What follows belongs to an exercise in optimizing a design on an open flow for small area; a production flow would make more cautious choices. In this exercise RTL edits were held to simulation tests only and were not proved equivalent to the original. Power and IR drop assume default switching activity.

==> flow/design.v <==
localparam integer H_ACTIVE = 16;
localparam integer H_TOTAL  = 24;
localparam integer V_ACTIVE = 8;
localparam integer V_TOTAL  = 10;
localparam integer HSYNC_START = 18;
localparam integer HSYNC_END   = 21;
localparam integer VSYNC_LINE  = 9;
localparam integer HCOUNT_BITS = 5;
localparam integer VCOUNT_BITS = 4;
localparam integer PIXEL_BITS      = 8;
localparam integer PIXELS_PER_WORD = 4;
localparam integer WORD_BITS       = 36;
localparam integer PARITY_BITS     = WORD_BITS - PIXEL_BITS * PIXELS_PER_WORD;
localparam integer WORDS_PER_LINE  = 4;
localparam integer FRAME_WORDS     = 32;
localparam integer ADDR_BITS       = 5;
localparam integer PHASE_BITS   = 2;
localparam [1:0]   READ_PHASE   = 2'd0;
localparam [1:0]   WRITE_PHASE  = 2'd2;
localparam integer READ_LATENCY = 2;
`timescale 1ns/1ps
`default_nettype none
module raster_timing
(
   input wire        clk,
   input wire        rst_n,
   output reg  [4:0] raster_hcount,
   output reg  [3:0] raster_vcount,
   output wire       raster_hsync,
   output wire       raster_vsync,
   output wire       raster_blank
);
localparam integer H_ACTIVE = 16;
localparam integer H_TOTAL  = 24;
localparam integer V_ACTIVE = 8;
localparam integer V_TOTAL  = 10;
localparam integer HSYNC_START = 18;
localparam integer HSYNC_END   = 21;
localparam integer VSYNC_LINE  = 9;
localparam integer HCOUNT_BITS = 5;
localparam integer VCOUNT_BITS = 4;
localparam integer PIXEL_BITS      = 8;
localparam integer PIXELS_PER_WORD = 4;
localparam integer WORD_BITS       = 36;
localparam integer PARITY_BITS     = WORD_BITS - PIXEL_BITS * PIXELS_PER_WORD;
localparam integer WORDS_PER_LINE  = 4;
localparam integer FRAME_WORDS     = 32;
localparam integer ADDR_BITS       = 5;
localparam integer PHASE_BITS   = 2;
localparam [1:0]   READ_PHASE   = 2'd0;
localparam [1:0]   WRITE_PHASE  = 2'd2;
localparam integer READ_LATENCY = 2;
   wire h_last = (raster_hcount == H_TOTAL - 1);
   wire v_last = raster_vcount[3] & raster_vcount[0];
   always @(posedge clk or negedge rst_n)
   begin
      if (!rst_n)
      begin
         raster_hcount <= H_TOTAL - 1;
         raster_vcount <= 4'd15;
      end
      else if (h_last)
      begin
         raster_hcount <= {HCOUNT_BITS{1'b0}};
         raster_vcount <= v_last ? {VCOUNT_BITS{1'b0}} : raster_vcount + 1'b1;
      end
      else
         raster_hcount <= raster_hcount + 1'b1;
   end
   assign raster_hsync = (raster_hcount >= HSYNC_START) && (raster_hcount < HSYNC_END);
   assign raster_vsync = raster_vcount[3] & ~raster_vcount[1] & raster_vcount[0];
   assign raster_blank = raster_hcount[4] | raster_vcount[3];
endmodule
`default_nettype wire
`timescale 1ns/1ps
`default_nettype none
module pixel_packer
(
   input wire         clk,
   input wire         rst_n,
   input wire         pix_req,
   input wire  [7:0]  pix_data,
   input wire         pix_start,
   output reg         pix_ack,
   output reg  [4:0]  wr_addr,
   output reg  [31:0] wr_data
);
localparam integer H_ACTIVE = 16;
localparam integer H_TOTAL  = 24;
localparam integer V_ACTIVE = 8;
localparam integer V_TOTAL  = 10;
localparam integer HSYNC_START = 18;
localparam integer HSYNC_END   = 21;
localparam integer VSYNC_LINE  = 9;
localparam integer HCOUNT_BITS = 5;
localparam integer VCOUNT_BITS = 4;
localparam integer PIXEL_BITS      = 8;
localparam integer PIXELS_PER_WORD = 4;
localparam integer WORD_BITS       = 36;
localparam integer PARITY_BITS     = WORD_BITS - PIXEL_BITS * PIXELS_PER_WORD;
localparam integer WORDS_PER_LINE  = 4;
localparam integer FRAME_WORDS     = 32;
localparam integer ADDR_BITS       = 5;
localparam integer PHASE_BITS   = 2;
localparam [1:0]   READ_PHASE   = 2'd0;
localparam [1:0]   WRITE_PHASE  = 2'd2;
localparam integer READ_LATENCY = 2;
   reg  [23:0] part_q;
   reg  [1:0]  fill_q;
   reg         restart_q;
   wire [1:0]  fill_eff;
   wire [4:0]  addr_eff;
   wire        accept;
   wire        last_pix;
   assign accept   = pix_req & ~pix_ack;
   assign fill_eff = pix_start ? 2'd0 : fill_q;
   assign last_pix = (fill_eff == 2'd3);
   assign addr_eff = (pix_start | restart_q) ? 5'd0 : wr_addr + 1'b1;
   always @(posedge clk or negedge rst_n)
   begin
      if (!rst_n)
      begin
         pix_ack   <= 1'b0;
         fill_q    <= 2'd0;
         restart_q <= 1'b1;
      end
      else
      begin
         pix_ack <= pix_req;
         if (accept)
         begin
            fill_q    <= fill_eff + 1'b1;
            restart_q <= ~last_pix & (restart_q | pix_start);
         end
      end
   end
   always @(posedge clk)
   begin
      if (accept)
      begin
         part_q <= {pix_data, part_q[23:8]};
         if (last_pix)
         begin
            wr_addr <= addr_eff;
            wr_data <= {pix_data, part_q};
         end
      end
   end
endmodule
`default_nettype wire
`timescale 1ns/1ps
`default_nettype none
module frame_store
(
   input wire         clk,
   input wire  [4:0]  raster_hcount,
   input wire  [3:0]  raster_vcount,
   input wire  [4:0]  wr_addr,
   input wire  [31:0] wr_data,
   output wire [63:0] tap_data
);
   wire [3:0] phase_nx = {raster_hcount[3] ^ raster_vcount[0], raster_hcount[2:0]} + 1'b1;
   wire [7:0] wr_byte  = wr_data[8*phase_nx[1:0] +: 8];
   wire       grp_lo   = (phase_nx[2] == wr_addr[0]);
   wire       ins_0    = grp_lo & (phase_nx[3] == wr_addr[1]);
   wire       ins_8    = grp_lo & (phase_nx[3] != wr_addr[1]);
   genvar l;
   generate
      for (l = 0; l < 8; l = l + 1)
      begin : line
         reg  [127:0] ring_q;
         wire         sel = (wr_addr[4:2] == l);
         if (l % 2 == 0)
         begin : even
            always @(posedge clk)
            begin
               ring_q[127:72] <= {ring_q[7:0], ring_q[127:80]};
               ring_q[71:64]  <= (sel & ins_8) ? wr_byte : ~ring_q[79:72];
               ring_q[63:8]   <= ring_q[71:16];
               ring_q[7:0]    <= (sel & ins_0) ? ~wr_byte : ~ring_q[15:8];
            end
            assign tap_data[8*l +: 8] = ring_q[7:0];
         end
         else
         begin : odd
            always @(posedge clk)
            begin
               ring_q[127:72] <= {ring_q[7:0], ring_q[127:80]};
               ring_q[71:64]  <= (sel & ins_8) ? ~wr_byte : ~ring_q[79:72];
               ring_q[63:8]   <= ring_q[71:16];
               ring_q[7:0]    <= (sel & ins_0) ? wr_byte : ~ring_q[15:8];
            end
            assign tap_data[8*l +: 8] = ring_q[71:64];
         end
      end
   endgenerate
endmodule
`default_nettype wire
`timescale 1ns/1ps
`default_nettype none
module scan_reader
(
   input wire  [3:0]  raster_vcount,
   input wire  [63:0] tap_data,
   output wire [7:0]  pix_out
);
   reg [7:0] sel_or;
   integer   i;
   always @(*)
   begin
      sel_or = 8'd0;
      for (i = 0; i < 8; i = i + 1)
         if (raster_vcount[2:0] == i)
            sel_or = sel_or | ~tap_data[8*i +: 8];
   end
   assign pix_out = sel_or;
endmodule
`default_nettype wire
`timescale 1ns/1ps
`default_nettype none
module video_frame_top
(
   input wire         clk,
   input wire         rst_n,
   input wire         pix_req,
   input wire  [7:0]  pix_data,
   input wire         pix_start,
   output wire        pix_ack,
   output wire [7:0]  pix_out,
   output wire        hsync_out,
   output wire        vsync_out,
   output wire        blank_out
);
   wire [4:0]  raster_hcount;
   wire [3:0]  raster_vcount;
   wire [4:0]  wr_addr;
   wire [31:0] wr_data;
   wire [63:0] tap_data;
   raster_timing raster_timing_inst (
      .clk           (clk),
      .rst_n         (rst_n),
      .raster_hcount (raster_hcount),
      .raster_vcount (raster_vcount),
      .raster_hsync  (hsync_out),
      .raster_vsync  (vsync_out),
      .raster_blank  (blank_out)
   );
   pixel_packer pixel_packer_inst (
      .clk       (clk),
      .rst_n     (rst_n),
      .pix_req   (pix_req),
      .pix_data  (pix_data),
      .pix_start (pix_start),
      .pix_ack   (pix_ack),
      .wr_addr   (wr_addr),
      .wr_data   (wr_data)
   );
   frame_store frame_store_inst (
      .clk           (clk),
      .raster_hcount (raster_hcount),
      .raster_vcount (raster_vcount),
      .wr_addr       (wr_addr),
      .wr_data       (wr_data),
      .tap_data      (tap_data)
   );
   scan_reader scan_reader_inst (
      .raster_vcount (raster_vcount),
      .tap_data      (tap_data),
      .pix_out       (pix_out)
   );
endmodule
`default_nettype wire
clock: 10.0 ns
lec_check: 0
cap_margin: 20
core_margin: 2
core_utilization: 75
cts_buf_list: sky130_fd_sc_hd__clkbuf_8
cts_cluster_diameter: 50
cts_cluster_size: 20
place_density: 0.95
slew_margin: 20
standard.sh (not shown) runs the stock make flow with config.mk's settings and CLKGATE_MAP_FILE= SYNTH_SCRIPT=/design/flow/synth_recipe.tcl, a recipe that flattens the netlist after the stock synthesis.
==> flow/flow/run.sh <==
#!/bin/bash
# Layout flow: the standard ORFS flow (standard synthesis unchanged), with
#  - the combinational logic restructured for area after floorplanning (post_floorplan.tcl),
#  - the smallest buffer (buf_1) on the ports,
#  - clock tree synthesis without dummy loads (same clustering settings as config.mk).
# Each step's full output is in orfs/logs/; the make output of each call goes to its
# own log here.
set -euo pipefail
HERE=$(pwd)
PLAT=$FLOW_HOME/platforms/$FLOW_PLATFORM
DONT_USE=$(sed -n '/DONT_USE_CELLS +=/,/^export FILL_CELLS/p' $PLAT/config.mk | grep -oE "sky130_fd_sc_hd__\w+" | tr '\n' ' ')
python3 flow/filter_lib.py $PLAT/lib/sky130_fd_sc_hd__tt_025C_1v80.lib $HERE/rmp.lib $DONT_USE > flow_filter_lib.log 2>&1
export RMP_LIB=$HERE/rmp.lib
export POST_FLOORPLAN_TCL=$HERE/flow/post_floorplan.tcl
export BUFFER_PORTS_ARGS="-buffer_cell sky130_fd_sc_hd__buf_1"
export CTS_ARGS="-sink_clustering_enable -repair_clock_nets -sink_clustering_size 20 -sink_clustering_max_diameter 50 -buf_list sky130_fd_sc_hd__clkbuf_8 -dont_use_dummy_load"
bash standard.sh synth > flow_synth.log 2>&1
bash standard.sh finish > flow_make.log 2>&1
Other scripts of this flow, unchanged in this note and not shown: flow/flow/filter_lib.py, flow/flow/post_floorplan.tcl
Then changed:
--- a/flow/flow/run.sh
+++ b/flow/flow/run.sh
@@ -15,3 +15,3 @@
 export BUFFER_PORTS_ARGS="-buffer_cell sky130_fd_sc_hd__buf_1"
-export CTS_ARGS="-sink_clustering_enable -repair_clock_nets -sink_clustering_size 20 -sink_clustering_max_diameter 50 -buf_list sky130_fd_sc_hd__clkbuf_8 -dont_use_dummy_load"
+export CTS_ARGS="-sink_clustering_enable -repair_clock_nets -sink_clustering_size 18 -sink_clustering_max_diameter 50 -buf_list sky130_fd_sc_hd__clkbuf_8 -dont_use_dummy_load"
 bash standard.sh synth > flow_synth.log 2>&1
- CTS_CLUSTER_SIZE: 20 -> 18
- PLACE_DENSITY: 0.95 -> 0.85
Effect: Routed wire length is about the same. Clock skew rose by 17 ps. Clock power goes up by about 7%. Fmax went up by 2.2%. Cell count is higher by 0.46%. Synthesized area does not change. Total power climbs by 1.8%. Global-route usage rises by 0.40 points. Synthesized cell count is unchanged. Final area rose by 0.50%.
Then changed:
--- a/flow/flow/run.sh
+++ b/flow/flow/run.sh
@@ -15,3 +15,3 @@
 export BUFFER_PORTS_ARGS="-buffer_cell sky130_fd_sc_hd__buf_1"
-export CTS_ARGS="-sink_clustering_enable -repair_clock_nets -sink_clustering_size 18 -sink_clustering_max_diameter 50 -buf_list sky130_fd_sc_hd__clkbuf_8 -dont_use_dummy_load"
+export CTS_ARGS="-sink_clustering_enable -repair_clock_nets -sink_clustering_size 32 -sink_clustering_max_diameter 50 -buf_list sky130_fd_sc_hd__clkbuf_16 -dont_use_dummy_load"
 bash standard.sh synth > flow_synth.log 2>&1
- CTS_BUF_LIST: sky130_fd_sc_hd__clkbuf_8 -> sky130_fd_sc_hd__clkbuf_16
- CTS_CLUSTER_SIZE: 18 -> 32
- PLACE_DENSITY: 0.85 -> 0.95
What happened: Fmax went down slightly; via count rises slightly; register-to-register slack degrades by 110 ps; wire length came out higher by a little under a tenth; synthesized cell count does not change.


RTL: the design.v shown in full above, as it stands there.
clock: 10.0 ns
lec_check: 0
cap_margin: 20
core_margin: 2
core_utilization: 75
cts_buf_list: sky130_fd_sc_hd__clkbuf_4
cts_cluster_diameter: 30
cts_cluster_size: 12
place_density: 0.95
slew_margin: 20
==> flow/flow/run.sh <==
#!/bin/bash
# Layout flow: the standard ORFS flow (standard synthesis unchanged), with
#  - the combinational logic restructured for area after floorplanning (post_floorplan.tcl),
#  - the smallest buffer (buf_1) on the ports,
#  - clock tree synthesis without dummy loads (same clustering settings as config.mk).
# Each step's full output is in orfs/logs/; the make output of each call goes to its
# own log here.
set -euo pipefail
HERE=$(pwd)
PLAT=$FLOW_HOME/platforms/$FLOW_PLATFORM
DONT_USE=$(sed -n '/DONT_USE_CELLS +=/,/^export FILL_CELLS/p' $PLAT/config.mk | grep -oE "sky130_fd_sc_hd__\w+" | tr '\n' ' ')
python3 flow/filter_lib.py $PLAT/lib/sky130_fd_sc_hd__tt_025C_1v80.lib $HERE/rmp.lib $DONT_USE > flow_filter_lib.log 2>&1
export RMP_LIB=$HERE/rmp.lib
export POST_FLOORPLAN_TCL=$HERE/flow/post_floorplan.tcl
export BUFFER_PORTS_ARGS="-buffer_cell sky130_fd_sc_hd__buf_1"
export CTS_ARGS="-sink_clustering_enable -repair_clock_nets -sink_clustering_size 12 -sink_clustering_max_diameter 30 -buf_list sky130_fd_sc_hd__clkbuf_4 -dont_use_dummy_load"
bash standard.sh synth > flow_synth.log 2>&1
bash standard.sh finish > flow_make.log 2>&1
Other scripts of this flow, unchanged in this note and not shown: flow/flow/filter_lib.py, flow/flow/post_floorplan.tcl
The first run finished clean.
Next try:
--- a/flow/flow/run.sh
+++ b/flow/flow/run.sh
@@ -15,3 +15,3 @@
 export BUFFER_PORTS_ARGS="-buffer_cell sky130_fd_sc_hd__buf_1"
-export CTS_ARGS="-sink_clustering_enable -repair_clock_nets -sink_clustering_size 12 -sink_clustering_max_diameter 30 -buf_list sky130_fd_sc_hd__clkbuf_4 -dont_use_dummy_load"
+export CTS_ARGS="-sink_clustering_enable -repair_clock_nets -sink_clustering_size 20 -sink_clustering_max_diameter 30 -buf_list sky130_fd_sc_hd__clkbuf_8 -dont_use_dummy_load"
 bash standard.sh synth > flow_synth.log 2>&1
CTS_BUF_LIST = sky130_fd_sc_hd__clkbuf_8   (was sky130_fd_sc_hd__clkbuf_4)
CTS_CLUSTER_SIZE = 20   (was 12)
PLACE_DENSITY = 0.85   (was 0.95)
Result:
- The new run finished clean
- worst hold slack improved by 0.019 ns
- register-to-register slack improved by 0.03 ns
- worst setup slack improved by 0.12 ns
- synthesized area does not change
- via count is about the same
- final cell count falls slightly
Next try:
--- a/flow/flow/run.sh
+++ b/flow/flow/run.sh
@@ -15,3 +15,3 @@
 export BUFFER_PORTS_ARGS="-buffer_cell sky130_fd_sc_hd__buf_1"
-export CTS_ARGS="-sink_clustering_enable -repair_clock_nets -sink_clustering_size 20 -sink_clustering_max_diameter 30 -buf_list sky130_fd_sc_hd__clkbuf_8 -dont_use_dummy_load"
+export CTS_ARGS="-sink_clustering_enable -repair_clock_nets -sink_clustering_size 20 -sink_clustering_max_diameter 50 -buf_list sky130_fd_sc_hd__clkbuf_8 -dont_use_dummy_load"
 bash standard.sh synth > flow_synth.log 2>&1
CORE_UTILIZATION = 82   (was 75)
CTS_CLUSTER_DIAMETER = 50   (was 30)
PLACE_DENSITY = 0.95   (was 0.85)
The new run went through all stages and came out clean.
Fmax went down by a few percent.
Power goes down by roughly a tenth.
Hold slack gets better by 0.031 ns.
Count of clock-buffer cells in the layout falls by 59.
Non-clock buffer count drops by 1.
Next try:
CAP_MARGIN = 5   (was 20)
CORE_UTILIZATION = 75   (was 82)
SLEW_MARGIN = 5   (was 20)
=> The changed run finished with timing, DRC and antenna clean. Sequential share of layout area falls by 0.23 points. Area after synthesis stays the same. Total power stays flat. Synthesized cell count does not change.

==> re-timing with driven ports <==
Ports are ideal in the flow. The routed layouts listed here were re-timed in OpenROAD.
Step 1 (the two cells are an assumption about what drives the block):
set clk [get_ports {clk}]
set_driving_cell -lib_cell sky130_fd_sc_hd__clkbuf_16 $clk
set_driving_cell -lib_cell sky130_fd_sc_hd__buf_2 [delete_from_list [all_inputs] $clk]
Step 2 moves the port delays by t, midway between the first and last clock arrival at a register: inputs arrive t later, outputs are due t later. That takes back most of the time a late clock gives input paths.
Slacks: ideal / step 1 / step 2; pairs: ideal / step 1.
| run | shift t [ns] | setup WS [ns] | worst register clock-pin slew, ns | worst data-port slew with drivers (ns) |
|---|---|---|---|---|
| the first run of note 1 | 0.697 | 5.043 / 4.998 / 5.695 | 0.12 / 0.12 | 0.06 |
| the second run of note 1 | 0.643 | 5.148 / 5.097 / 5.740 | 0.11 / 0.11 | 0.06 |
| the third run of note 1 | 0.615 | 5.120 / 5.070 / 5.685 | 0.11 / 0.11 | 0.07 |
| the first run of note 2 | 0.815 | 4.974 / 4.926 / 5.741 | 0.12 / 0.12 | 0.07 |
| the second run of note 2 | 0.712 | 5.098 / 5.050 / 5.762 | 0.10 / 0.10 | 0.06 |
| the third run of note 2 | 0.662 | 4.997 / 4.952 / 5.523 | 0.12 / 0.12 | 0.06 |
| the fourth run of note 2 | 0.697 | 5.045 / 5.001 / 5.572 | 0.12 / 0.12 | 0.06 |
After both steps setup and hold are still met in every run listed.
